Source: an optimization exercise on an open RTL-to-GDS flow (aim: small area, a short achievable clock period and few clock cycles per item). Production flows keep margins and buffers that such runs may drop.
Only simulation tests tie the RTL to the original design; equivalence was not proved.

Setup of the reference run:
==> flow/design.v (excerpt) <==
module shuffled_combined_lcg_generator #(
  parameter int unsigned TABLE_SIZE = sclg_pkg::DEF_TABLE_SIZE
) (
  input  logic        clk_i,
  input  logic        rst_ni,
  input  logic        s_axis_tvalid,
  output logic        s_axis_tready,
  input  logic [31:0] s_axis_tdata,    
  input  logic        s_axis_tuser,    
  output logic        m_axis_tvalid,
  input  logic        m_axis_tready,
  output logic [31:0] m_axis_tdata     
);
  localparam int unsigned IW = $clog2(TABLE_SIZE);
  localparam int unsigned CW = $clog2(TABLE_SIZE + 9);
  logic              in_v_q;            
  logic              seeded_q;
  logic              seeding_q;
  logic [CW-1:0]     cnt_q;
  logic [LAZY_W-1:0] g1_q, g2_q;        
  logic [VAL_W-1:0]  g2x_q;             
  logic [TABLE_SIZE-1:0] idx_q;         
  logic [VAL_W-1:0]  tbl_q [TABLE_SIZE];
  logic              o0_v_q, o1_v_q;
  logic              rdy_q;             
  logic [VAL_W-1:0]  o0_q, o1_q;
  logic [LAZY_W-1:0] g1_step, g2_step;
  logic [VAL_W-1:0]  g1x, g2x, rd, res, seed_sat;
  logic [VAL_W-1:0]  d0, d1, p0, p1;
  logic              gt;
  ...
Size: about 6300 cells after synthesis, about 1200 flip-flops, ~71 I/O pins, ~71000 um^2 of cells after synthesis.
clock: 12.0 ns
lec_check: 0
cap_margin: 20
core_margin: 2
core_utilization: 55
setup_slack_margin: 5
slew_margin: 20
run.sh (not shown) runs the stock make flow with config.mk's settings and CLKGATE_MAP_FILE= SYNTH_SCRIPT=/design/flow/synth_recipe.tcl, a recipe that flattens the netlist after the stock synthesis.
Testbench counts of the reference run, summed over its fixed seeds: cycles 12,363, items 9,600.
--- input diff the reference run..the trial run ---
--- a/flow/design.v
+++ b/flow/design.v
@@ -1193,25 +1193,24 @@
   logic              in_v_q;            
   logic              seeded_q;
   logic              seeding_q;
   logic [CW-1:0]     cnt_q;
   logic [LAZY_W-1:0] g1_q, g2_q;        
   logic [VAL_W-1:0]  g2x_q;             
   logic [TABLE_SIZE-1:0] idx_q;         
   logic [VAL_W-1:0]  tbl_q [TABLE_SIZE];
-  logic              o0_v_q, o1_v_q;
-  logic              rdy_q;             
-  logic [VAL_W-1:0]  o0_q, o1_q;
+  logic              o_v_q;
+  logic [VAL_W-1:0]  o_q;
   logic [LAZY_W-1:0] g1_step, g2_step;
   logic [VAL_W-1:0]  g1x, g2x, rd, res, seed_sat;
   logic [VAL_W-1:0]  d0, d1, p0, p1;
   logic              gt;
   logic [TABLE_SIZE-1:0] res_idx, seed_idx;
-  logic              in_fire, seed_start, draw_go, out_space, pop;
+  logic              in_fire, seed_start, draw_go, out_space;
   logic              g1_adv, g2_adv;
   sclg_step_one u_step_one (.x(g1_q), .y(g1_step));
   sclg_step_two u_step_two (.x(g2_q), .y(g2_step));
   function automatic logic [VAL_W-1:0] reduce(input logic [LAZY_W-1:0] v,
                                                input logic [7:0] fold);
     logic [11:0] k0, k1;
     logic [31:0] t, u;
     k0 = '0;
@@ -1275,71 +1274,49 @@
   always_comb begin
     rd = '0;
     for (int r = 0; r < int'(TABLE_SIZE); r++) begin
       rd = rd | (tbl_q[r] & {VAL_W{idx_q[r]}});
     end
   end
   assign p0 = ~g2x_q;
   assign p1 = WRAP_SPAN - g2x_q;
-  logic [VAL_W:0] c0, c1, cg;
-  logic [VAL_W-1:0] sg;
+  logic [VAL_W:0] c0, c1;
   sclg_add #(.W(VAL_W)) u_add0 (.a(rd), .b(p0), .ci(1'b1), .s(d0), .c(c0));
   sclg_add #(.W(VAL_W)) u_add1 (.a(rd), .b(p1), .ci(1'b0), .s(d1), .c(c1));
-  sclg_add #(.W(VAL_W)) u_addg (.a(rd), .b(p0), .ci(1'b0), .s(sg), .c(cg));
-  assign gt  = cg[VAL_W];           
+  assign gt  = c0[VAL_W] && (rd != g2x_q);   
   assign res = gt ? d0 : d1;
   assign res_idx = gt ? sum_index(rd, p0, c0) : sum_index(rd, p1, c1);
   assign seed_idx = tbl_index(g1x);
   always_comb begin
     if (s_axis_tdata[VAL_W-1:0] == '0 || !s_axis_tuser) begin
       seed_sat = VAL_W'(1);
     end else if (s_axis_tdata[VAL_W-1:0] > WRAP_SPAN) begin
       seed_sat = WRAP_SPAN;
     end else begin
       seed_sat = s_axis_tdata[VAL_W-1:0];
     end
   end
-  assign out_space     = !(o0_v_q && o1_v_q);
+  assign out_space     = !o_v_q || m_axis_tready;
   assign draw_go       = in_v_q && !seeding_q && out_space;
-  assign s_axis_tready = rdy_q;         
-  assign in_fire       = s_axis_tvalid && rdy_q;
+  assign s_axis_tready = !in_v_q || draw_go;
+  assign in_fire       = s_axis_tvalid && s_axis_tready;
   assign seed_start    = in_fire && (s_axis_tuser || !seeded_q);
-  assign pop           = o0_v_q && m_axis_tready;
   assign g1_adv        = draw_go || seeding_q;
   assign g2_adv        = draw_go || (seeding_q && cnt_q >= CW'(TABLE_SIZE + 7));
-  logic in_v_d, seeding_d, o0_v_d, o1_v_d;
-  always_comb begin
-    in_v_d    = in_fire || (in_v_q && !draw_go);
-    seeding_d = seed_start || (seeding_q && cnt_q != '0);
-    o0_v_d    = o0_v_q;
-    o1_v_d    = o1_v_q;
-    if (o1_v_q) begin
-      if (pop) o1_v_d = 1'b0;
-    end else if (o0_v_q) begin
-      if (draw_go && !pop) o1_v_d = 1'b1;
-      if (pop && !draw_go) o0_v_d = 1'b0;
-    end else begin
-      if (draw_go) o0_v_d = 1'b1;
-    end
-  end
   always_ff @(posedge clk_i or negedge rst_ni) begin
     if (!rst_ni) begin
       in_v_q    <= 1'b0;
       seeded_q  <= 1'b0;
       seeding_q <= 1'b0;
-      o0_v_q    <= 1'b0;
-      o1_v_q    <= 1'b0;
-      rdy_q     <= 1'b1;
+      o_v_q     <= 1'b0;
     end else begin
-      in_v_q    <= in_v_d;
-      seeding_q <= seeding_d;
-      o0_v_q    <= o0_v_d;
-      o1_v_q    <= o1_v_d;
-      rdy_q     <= !in_v_d || (!seeding_d && !(o0_v_d && o1_v_d));
+      in_v_q    <= in_fire || (in_v_q && !draw_go);
+      seeding_q <= seed_start || (seeding_q && cnt_q != '0);
+      o_v_q     <= draw_go || (o_v_q && !m_axis_tready);
       if (seed_start) seeded_q <= 1'b1;
     end
   end
   always_ff @(posedge clk_i) begin
     if (seed_start) begin
       g1_q  <= LAZY_W'(seed_sat);
       g2_q  <= LAZY_W'(seed_sat);
       cnt_q <= CW'(TABLE_SIZE + 8);
@@ -1357,27 +1334,20 @@
       end
     end
     for (int r = 0; r < int'(TABLE_SIZE); r++) begin
       if ((draw_go && idx_q[r]) ||
           (seeding_q && cnt_q == CW'(r))) begin
         tbl_q[r] <= g1x;
       end
     end
-    if (o1_v_q) begin
-      if (pop) o0_q <= o1_q;
-    end else if (o0_v_q) begin
-      if (pop) o0_q <= res;
-      else     o1_q <= res;
-    end else begin
-      o0_q <= res;
-    end
+    if (draw_go) o_q <= res;
   end
-  assign m_axis_tvalid = o0_v_q;
-  assign m_axis_tdata  = {1'b0, o0_q};
+  assign m_axis_tvalid = o_v_q;
+  assign m_axis_tdata  = {1'b0, o_q};
 endmodule
 module sclg_add #(
   parameter int unsigned W = 31
 ) (
   input  logic [W-1:0] a,
   input  logic [W-1:0] b,
   input  logic         ci,
   output logic [W-1:0] s,
## What came out
- Compared with the reference run, number of buffers created by CTS in the trial run decreased by a few percent.
- Between the trial run and the reference run, the clock-buffer cell count is lower for the trial run.
- Routed wire in the trial run totals less than in the reference run.
- Relative to the reference run, the required time at the worst-slack endpoint of the trial run is lower by 2.84 ns.
- Routability-driven placement congestion ratio up 0.0093 in the trial run wrt the reference run
- Delta (the trial run minus the reference run): post-layout instance count excluding filler cells went down by 195.
- The trial run against the reference run: via count of the routed design now smaller, critical path buffer and inverter count grew by 2, worst setup slack after layout increased 0.054 ns, synthesized cell count shrank by 0.65%.
- Post-layout minimum cycle time was higher in the reference run than in the trial run.
Testbench counts of the trial run, summed over its fixed seeds: cycles 12,363, items 9,600.

static timing again, ports no longer ideal:
The flow's constraints put no driver on any port. The routed layouts listed below were extracted and timed again, unchanged, in two steps. Step 1 sets driving cells, clkbuf_16 on the clock port and buf_2 on the other inputs (assumed; they add their load-dependent delay and slew). Step 2 times the ports against the registers' clock, not the clock port: input delays grow and output delays shrink by t, the midpoint of the rising clock arrivals with the driver on. Slacks: ideal / step 1 / step 2; pairs: ideal / step 1.
| run | t, ns | setup WS [ns] | clock arrival spread, ns | worst slew at a driven data input, ns |
|---|---|---|---|---|
| the reference run | 0.827 | 5.104 / 5.104 / 5.104 | 0.105 / 0.104 | 0.04 |
| the trial run | 0.827 | 5.158 / 5.126 / 5.126 | 0.085 / 0.085 | 0.04 |
After both steps every run listed still meets setup and hold. For the trial run, which loses most, drivers alone change the setup slack by -0.032 ns; drivers and shift together by -0.032 ns.
